Background: an optimization exercise with open tools, aiming at small area, a short achievable clock period and few clock cycles per item. Do not read the settings as production practice.
At most, simulation tests tie the RTL to the original design; equivalence was not proved.
No functional check of the RTL was part of run 2.
Power and IR drop assume default switching activity.

==> flow/design.v (outline; a module is shown in full before it is edited, if it fits) <==
// module conv_fa: 10 lines
// module conv_ha: 9 lines
// module conv_ao22: 9 lines
// module conv_aoi22: 9 lines
// module window_conv_engine: 2175 lines
module window_conv_engine #(
   parameter int PIXEL_WIDTH = 8,
   parameter int WINDOW      = 3,
   parameter int COEF_WIDTH  = 8,
   parameter int SHIFT       = 0,
   parameter int OUT_WIDTH   = 8,
   localparam int NTAPS      = WINDOW * WINDOW,
   localparam int AW         = (NTAPS > 1) ? $clog2(NTAPS) : 1
) (
   input  logic                                           clk,
   input  logic                                           rst_n,
   input  logic                                           win_valid,
   input  logic [WINDOW-1:0][WINDOW-1:0][PIXEL_WIDTH-1:0] window,
   output logic                                           win_ready,
   input  logic                                           coef_we,
   input  logic [AW-1:0]                                  coef_addr,
   input  logic [COEF_WIDTH-1:0]                          coef_data,
   output logic                                           out_valid,
   output logic [OUT_WIDTH-1:0]                           out_pixel,
   input  logic                                           out_ready
);
  // ...
==> flow/flow/run.sh <==
#!/bin/bash
# Layout flow: the standard synthesis and layout (standard.sh), unchanged except that the
# port buffers that global placement inserts on every input and output are buf_4 cells
# instead of the delay-type buffer ORFS picks by default.
set -euo pipefail
bash standard.sh synth > synth.log 2>&1
BUFFER_PORTS_ARGS="-buffer_cell sky130_fd_sc_hd__buf_4" bash standard.sh finish > layout.log 2>&1
==> flow/standard.sh <==
#!/bin/bash
# synth_recipe.tcl (not shown) runs the flow's synth.tcl, then flattens the netlist and writes it again
# the make line also repeats each setting of config.mk as NAME=value (left out here)
make -C /OpenROAD-flow-scripts/flow DESIGN_CONFIG=/design/flow/config.mk WORK_HOME=/design/flow/orfs CLKGATE_MAP_FILE= SYNTH_SCRIPT=/design/flow/synth_recipe.tcl "${@:-finish}"
==> flow/config.mk <==
export PLATFORM = sky130hd
export DESIGN_NAME = window_conv_engine
export DESIGN_NICKNAME = window_conv_engine
export VERILOG_FILES = /design/flow/design.v
export SDC_FILE = /design/flow/constraint.sdc
export NUM_CORES = 4
export LEC_CHECK = 0
export ABC_AREA = 0
export ABC_CLOCK_PERIOD_IN_PS = 2500
export CAP_MARGIN = 20
export CORE_MARGIN = 2
export CORE_UTILIZATION = 55
export CTS_BUF_LIST = sky130_fd_sc_hd__clkbuf_4 sky130_fd_sc_hd__clkbuf_8
export CTS_CLUSTER_SIZE = 40
export SETUP_SLACK_MARGIN = 3.2
export SLEW_MARGIN = 20
export SYNTH_HIERARCHICAL = 1
export SYNTH_MINIMUM_KEEP_SIZE = 0
==> flow/constraint.sdc <==
create_clock -name core_clock -period 5.5 [get_ports {clk}]
set_input_delay 1.1000 -clock core_clock [delete_from_list [all_inputs] [get_ports {clk}]]
set_output_delay 1.1000 -clock core_clock [all_outputs]
set_load 0.01 [all_outputs]
==> out/qor.yml, run 1 <==
detailed_routing:
  wl_met3_um: 5410
  drc: 0
  drtIter0Drc: 1749
die:
  fp-row-count: 80
  start_util_pct: 55.4
  dieArea_sq_um: 49700
setup_path:
  critPathCaptureType: "register"
  critPathRequiredTime_ps: 6030
  crit_start: "st3[14]"
  crit_end: "big_q"
  r2r_slack_ps: 3170
  crit_family: "compound AO/OA/AOI/OAI gates"
logic_synthesis:
  yosys_warnings: 7
  synth_async_sr_flop_share_pct: 5.09
  synth_top_flop_cell: "dfxtp_1"
  ys_seq_area_share_pct: 35.1
  yosys.area.top_type: "dfxtp_1"
  synthSimpleGateAreaFrac_pct: 5.97
  synth-compound-area-share_pct: 13.7
pwr:
  p_int_w: 0.00605
  net-switching-power_w: 0.00266
  powerSeq_w: 0.00373
final_layout:
  multi_input_gates: 1534
  regArea_sq_um: 9380
  fin_area_sq_um: 30800
  layout_common_cells: "320 x a22o_1, 313 x dfxtp_1, 290 x fa_1"
  largest_cell_class: "multi-input combinational cells"
sta:
  clock_skew_ps: 37.3
  fin_crit_ps: 2330
clock_network:
  clk_latency_ps: 680
  post_cts_buffers: 51
  cts_tree: "built"
global_route:
  met2_usage_pct: 51.5
  grt_max_degree: 75
  grt_usage_pct: 32.9
outcome:
  outcome: "timing/DRC/antenna clean"
place:
  place_inst: 2746
flow_run:
  drv_cap: 0
Testbench counts, summed over its fixed seeds: cycles 8,328, items 8,000.
==> run 2: changes to the inputs <==
--- a/flow/design.v
+++ b/flow/design.v
@@ -51,17 +51,17 @@
    output logic                                           win_ready,
    input  logic                                           coef_we,
    input  logic [AW-1:0]                                  coef_addr,
    input  logic [COEF_WIDTH-1:0]                          coef_data,
    output logic                                           out_valid,
    output logic [OUT_WIDTH-1:0]                           out_pixel,
    input  logic                                           out_ready
 );
-   localparam int CAP = 6;    
+   localparam int CAP = 5;    
    logic [8:0][7:0] coef_q;
    always_ff @(posedge clk) begin
       for (int t = 0; t < 9; t++) begin
          if (!rst_n)
             coef_q[t] <= '0;
          else if (coef_we && coef_addr == 4'(t))
             coef_q[t] <= coef_data;
       end
@@ -90,32 +90,32 @@
             for (int j = 0; j < 8; j++)
                wx[t][k][j] = win_p[t][j] ^ coef_q[t][2*k+1];
    end
    logic acc, deq;
    logic win_ready_q;
    logic out_valid_q;
    logic [7:0] out_pixel_q;
    logic [2:0] occ_q, occ_d;
-   logic [4:1] vld_q;
+   logic [3:1] vld_q;
    assign win_ready = win_ready_q;
    assign out_valid = out_valid_q;
    assign out_pixel = out_pixel_q;
    assign acc = win_valid & win_ready_q;
    assign deq = out_valid_q & out_ready;
    assign occ_d = occ_q + acc - deq;
    always_ff @(posedge clk or negedge rst_n) begin
       if (!rst_n) begin
          occ_q       <= '0;
          win_ready_q <= 1'b0;    
          vld_q       <= '0;
       end else begin
          occ_q       <= occ_d;
          win_ready_q <= (occ_d < CAP);
-         vld_q       <= {vld_q[3:1], acc};
+         vld_q       <= {vld_q[2:1], acc};
       end
    end
    logic q_0_0_0;
    logic q_0_0_1;
    logic q_0_0_2;
    logic q_0_0_3;
    logic q_0_0_4;
    logic q_0_0_5;
@@ -2163,50 +2163,43 @@
       st3[33] <= s741;
       st3[34] <= c742;
       st3[35] <= st2[66];
    end
    assign row_a = {1'b1, st3[34], st3[32], st3[30], st3[28], st3[26], st3[24], st3[22], st3[20], st3[18], st3[16], st3[14], st3[12], st3[10], st3[8], st3[6], st3[4], st3[3], st3[2], st3[0]};
    assign row_b = {1'b0, st3[35], st3[33], st3[31], st3[29], st3[27], st3[25], st3[23], st3[21], st3[19], st3[17], st3[15], st3[13], st3[11], st3[9], st3[7], st3[5], 1'b0, 1'b0, st3[1]};
    assign sum = row_a + row_b;
    logic [7:0] res;
-   logic       neg_q, big_q;
-   logic [7:0] low_q;
-   always_ff @(posedge clk) begin
-      neg_q <= sum[19];
-      big_q <= |sum[18:8];
-      low_q <= sum[7:0];
-   end
-   assign res = neg_q ? 8'd0 : big_q ? 8'hff : low_q;
-   logic [4:0][7:0] qbuf;
-   logic [4:0] wp_q, rp_q;
+   assign res = sum[19] ? 8'd0 : (|sum[18:8]) ? 8'hff : sum[7:0];
+   logic [3:0][7:0] qbuf;
+   logic [3:0] wp_q, rp_q;
    logic [2:0] bcnt_q;
    logic push, pop, head_load, from_buf, to_buf;
    logic [7:0] qhead;
-   assign push      = vld_q[4];
+   assign push      = vld_q[3];
    assign pop       = out_valid_q & out_ready;
    assign head_load = !out_valid_q | pop;
    assign from_buf  = head_load & (bcnt_q != 0);
    assign to_buf    = push & !(head_load & (bcnt_q == 0));
    always_comb begin
       qhead = '0;
-      for (int i = 0; i < 5; i++)
+      for (int i = 0; i < 4; i++)
          if (rp_q[i]) qhead = qhead | qbuf[i];
    end
    always_ff @(posedge clk or negedge rst_n) begin
       if (!rst_n) begin
          out_valid_q <= 1'b0;
-         wp_q        <= 5'd1;
-         rp_q        <= 5'd1;
+         wp_q        <= 4'd1;
+         rp_q        <= 4'd1;
          bcnt_q      <= '0;
       end else begin
          if (head_load) out_valid_q <= (bcnt_q != 0) | push;
-         if (from_buf)  rp_q <= {rp_q[3:0], rp_q[4]};
-         if (to_buf)    wp_q <= {wp_q[3:0], wp_q[4]};
+         if (from_buf)  rp_q <= {rp_q[2:0], rp_q[3]};
+         if (to_buf)    wp_q <= {wp_q[2:0], wp_q[3]};
          bcnt_q <= bcnt_q + to_buf - from_buf;
       end
    end
    always_ff @(posedge clk) begin
       if (head_load) out_pixel_q <= (bcnt_q != 0) ? qhead : res;
-      for (int i = 0; i < 5; i++)
+      for (int i = 0; i < 4; i++)
          if (to_buf && wp_q[i]) qbuf[i] <= res;
    end
 endmodule
==> flow/config.mk (replaced) <==
export PLATFORM = sky130hd
export DESIGN_NAME = window_conv_engine
export DESIGN_NICKNAME = window_conv_engine
export VERILOG_FILES = /design/flow/design.v
export SDC_FILE = /design/flow/constraint.sdc
export NUM_CORES = 4
export LEC_CHECK = 0
export ABC_AREA = 0
export ABC_CLOCK_PERIOD_IN_PS = 2500
export CAP_MARGIN = 20
export CORE_MARGIN = 2
export CORE_UTILIZATION = 55
export SETUP_SLACK_MARGIN = 3.2
export SLEW_MARGIN = 20
export SYNTH_HIERARCHICAL = 1
export SYNTH_MINIMUM_KEEP_SIZE = 0
==> run 2 against run 1 <==
Synthesized cell count fell by 1.9%. Hold slack improved by 5.3 ps. Cell count shrank 2.5%. Largest cell class unchanged. Wire length is 2.1% lower. Utilization grew 3.1 points. Highest routed layer is now met4. Total power up 5.0%. Sequential share of layout area is 2.3 points lower.
==> out/qor.yml, run 2 <==
global_route:
  antenna_found_initial: 1
  grt_usage_pct: 32.8  # about the same
  grt_max_degree: 92  # +23%
  grt_pass1_wl_um: 112000
  grt-ovfl-total: 0
  grt_pass1_vias: 17400
logic_synthesis:
  synth.most_common_cell: "fa_1"
  synthSimpleGateAreaFrac_pct: 5.60  # -0.38 points
  synth_top_family_by_area: "adder cells"
  ys_ff_latch: 411
  synth_fa_ha_area_share_pct: 31.1
  synthTopCellsByArea: "fa_1 28%, dfxtp_1 27%, a22o_1 11%"
  synth-compound-area-share_pct: 14.3  # +0.60 points
  synthDistinctLibCells: 66
  yosys.area.top_type: "fa_1"
  synth_async_sr_flop_share_pct: 4.62  # -0.47 points
  avgSynthCellArea_sq_um: 12.5
  ys_seq_area_share_pct: 33.9  # -1.2 points
  yosys-top-cells-count: "362 x fa_1, 352 x dfxtp_1, 324 x a22o_1"
  syn_nets: 2570
  syn_inst: 2059
  synth-xor-area-share_pct: 10.2
  synth_top_flop_cell: "dfxtp_1"
  synth.area.mux_share_pct: 3.05
  synth_top_area_share_pct: 28.2
  synth_edf_count: 40
  yosys_warnings: 7  # unchanged
  synthesis.area_sq_um: 25700
sta:
  setup_viol: 0
  finalMaxSlewViolations: 0
  fin_crit_ps: 2830  # +493 ps
  setup_ws_ps: 2670
  finalHoldViolCount: 0
  fin_crit_sh_pct: 51.4
  clock_skew_ps: 27.1  # -10.2 ps
  fmax_ghz: 0.354
  worst_slew_pin_slew_ps: 1030
  tns_ps: 0
  rsz0062_at_grt: "yes"
  maxSlewHeadroom_pct: 31.6
clock_network:
  clk_latency_ps: 610  # -70 ps
  cts_root_buffer: "clkbuf_16"
  cts.htree.levels: 2
  clk_pin_slew_ps: 60
  cts_buffer_depth: 3
  clkSinkCount: 411
  cts_tree: "built"
  cts_buffers: 47
pwr:
  vdd_drop_max_mv: 0.342
  leakagePower_nw: 14.1
  power_density_nw_per_um2: 290
final_layout:
  layout_common_cells: "316 x a22o_1, 300 x dfxtp_1, 238 x xor2_1"
  top_register: "st1"
  final_common_cell: "a22o_1"
  largest_reg_flops: 144
  nets: 2747
  area_growth_pct: 22.4
  drive_gt1_share_pct: 31.3
  reg_top3: "st1 (144), coef_q (72), st2 (67)"
detailed_routing:
  dr.pass1.iters: 5
  drc: 0  # unchanged
  vias: 17100
  drtIter0Drc: 1395  # -20%
  postRouteAntennaNets: 0
  wl_per_cell_um: 27.2
  wirelength_um: 78500
  routed_via_density: 5.94
setup_path:
  cp_slowest_cell: "or4_4"
  max_stage_delay_ps: 550
  cp_max_fo: 5
  regToRegStartpoint: "st3[8]"
  critPathCaptureType: "register"
  arrival_ps: 3150
  critPathRequiredTime_ps: 5830  # -200 ps
  worstSetupPathType: "reg2reg"
  r2r-end: "out_pixel_q[5]"
  crit_family: "simple AND/OR/NAND/NOR gates"
  crit_top_cell: "buf_6"
  startpoint_type: "register"
  reg2reg_depth: 10
  r2r_slack_ps: 2670  # -490 ps
  crit_buf_inv: 2
  path_cells: "ha_4 -> or3_4 -> o22ai_2 -> o21ai_1 -> xor2_1 -> or4_4 -> nor4_4 -> buf_6 -> buf_6 -> a31oi_1"
place:
  pre_cts_slack_ps: 2140
  gp_congestion: 0.937
  hpwl_um: 61900
  io_buffers: 98
worst_hold_path:
  worstHoldPathCells: 0
  worstHoldStart: "st2[6]"
  hp-class: "reg2reg"
  holdPathEnd: "st3[5]"
outcome:
  outcome: "timing/DRC/antenna clean"
die:
  dieArea_sq_um: 48500  # -2.3%
  core_sq_um: 46400
  die_h_um: 220
  die_w_um: 220
  start_util_pct: 55.5  # +0.12 points
  io_pins: 99
  fp-row-count: 79  # -1.3%
flow_run:
  drv_cap: 0  # unchanged
-- run 2: how the worst max path moves through the flow --
stage	startpoint	end	cells after the start	slack [ps]
2_1_floorplan	st3[11]	out_pixel_q[4]	10	2730
3_3_place_gp	st3[18]	out_pixel_q[7]	8	1880
3_5_place_dp	st3[20]	qbuf[0]	9	2140
4_1_cts	st3[5]	out_pixel_q[6]	10	2670
5_1_grt	st3[4]	out_pixel_q[5]	10	2600
6_report	st3[8]	out_pixel_q[5]	10	2670
-- run 2: power breakdown --
group	internal, W	switching, W	total [W]
registers	0.00338	0.000183	0.00356
logic	0.000985	0.00131	0.00229
clock network	0.00193	0.00136	0.00329
total	0.00630	0.00285	0.00914
-- run 2: kinds of logic after synthesis --
kind of cell / count (synthesis)
DFF: 411
muxes: 78
and+or+nand+nor: 271
AOI/OAI and AO/OA: 452
buffers and inverters: 125
xor gates and xnor gates: 300
adders and majority gates: 422
-- run 2: worst reg2reg max path: stages, from the launching register on --
cell and delay [ps]:
dfxtp_2 330, ha_4 160, or3_4 400, o22ai_2 170, o21ai_1 120, xor2_1 170
or4_4 550, nor4_4 240, buf_6 170, buf_6 150, a31oi_1 90
-- run 2: per-stage QoR --
stage | util, % | cells | hold slack [ps] | instance area, sq um | power [W]
floorplan | - | 2059 | 310 | 26700 | 0.00495
global placement | 60.4 | 2705 | 315 | 28000 | 0.00558
detailed placement | 60.4 | 2706 | 312 | 28000 | 0.00564
CTS | 66.6 | 2854 | 326 | 30900 | 0.00909
global route | 67.9 | 2881 | 337 | 31500 | 0.00958
finish | 67.9 | 2883 | 326 | 31500 | 0.00914
-- run 2: modules after synthesis (local to each module, per instance) --
| module | cells | area [sq um] |
|---|---|---|
| conv_ao22 | 1 | 8.76 |
| conv_ha | 1 | 12.5 |
| conv_fa | 1 | 20.0 |
| window_conv_engine | 1367 | 15600 |
-- run 2: area by class of cell --
type	count	area (sq um)
fill	3287	14900
sequential	411	8870
tap	607	759
timing repair buffer	196	1700
clock inverter	24	303
multi-input combinational	1525	18300
inverter	55	215
antenna	2	5.00
clock buffer	63	1370
-- run 2: routing by layer --
metal	vias to the layer above	wire length [um]	GRT usage, %
met5	-	0	0
met2	666	36600	52.1
met1	8813	32300	43.8
met3	130	6550	8.80
li1	7518	-	-
met4	0	3100	11.5
-- run 2: what timing repair did --
item	CTS	global route
buffers inserted	60	24
cloned	1	3
endpoints found under the hold margin	0	0
setup endpoints to repair	211	81
pin swaps	28	50
resized for setup	214	91
hold buffers	0	0

-- static timing again, ports no longer ideal --
How much do the figures lean on ideal ports? The routed layouts below were timed once more, with nothing changed but the port constraints. Step 1 sets driving cells, clkbuf_16 on the clock port and buf_2 on the other inputs (assumed; they add their load-dependent delay and slew). Step 2 times the ports against the registers' clock, not the clock port: input delays grow and output delays shrink by t, the midpoint of the rising clock arrivals with the driver on. Three values: ideal, step 1, step 2; two values: the first two.
| run | t, ns | setup WS [ns] | hold WS [ns] | worst register clock-pin slew, ns |
|---|---|---|---|---|
| run 1 | 0.714 | 3.167 / 3.149 / 2.556 | 0.321 / 0.289 / 0.326 | 0.07 / 0.07 |
| run 2 | 0.653 | 2.675 / 2.675 / 2.507 | 0.326 / 0.326 / 0.326 | 0.06 / 0.06 |
After both steps setup and hold are still met in every run listed. The setup slack of run 1, which loses most, moves by -0.018 ns with the drivers and by -0.611 ns with both steps.
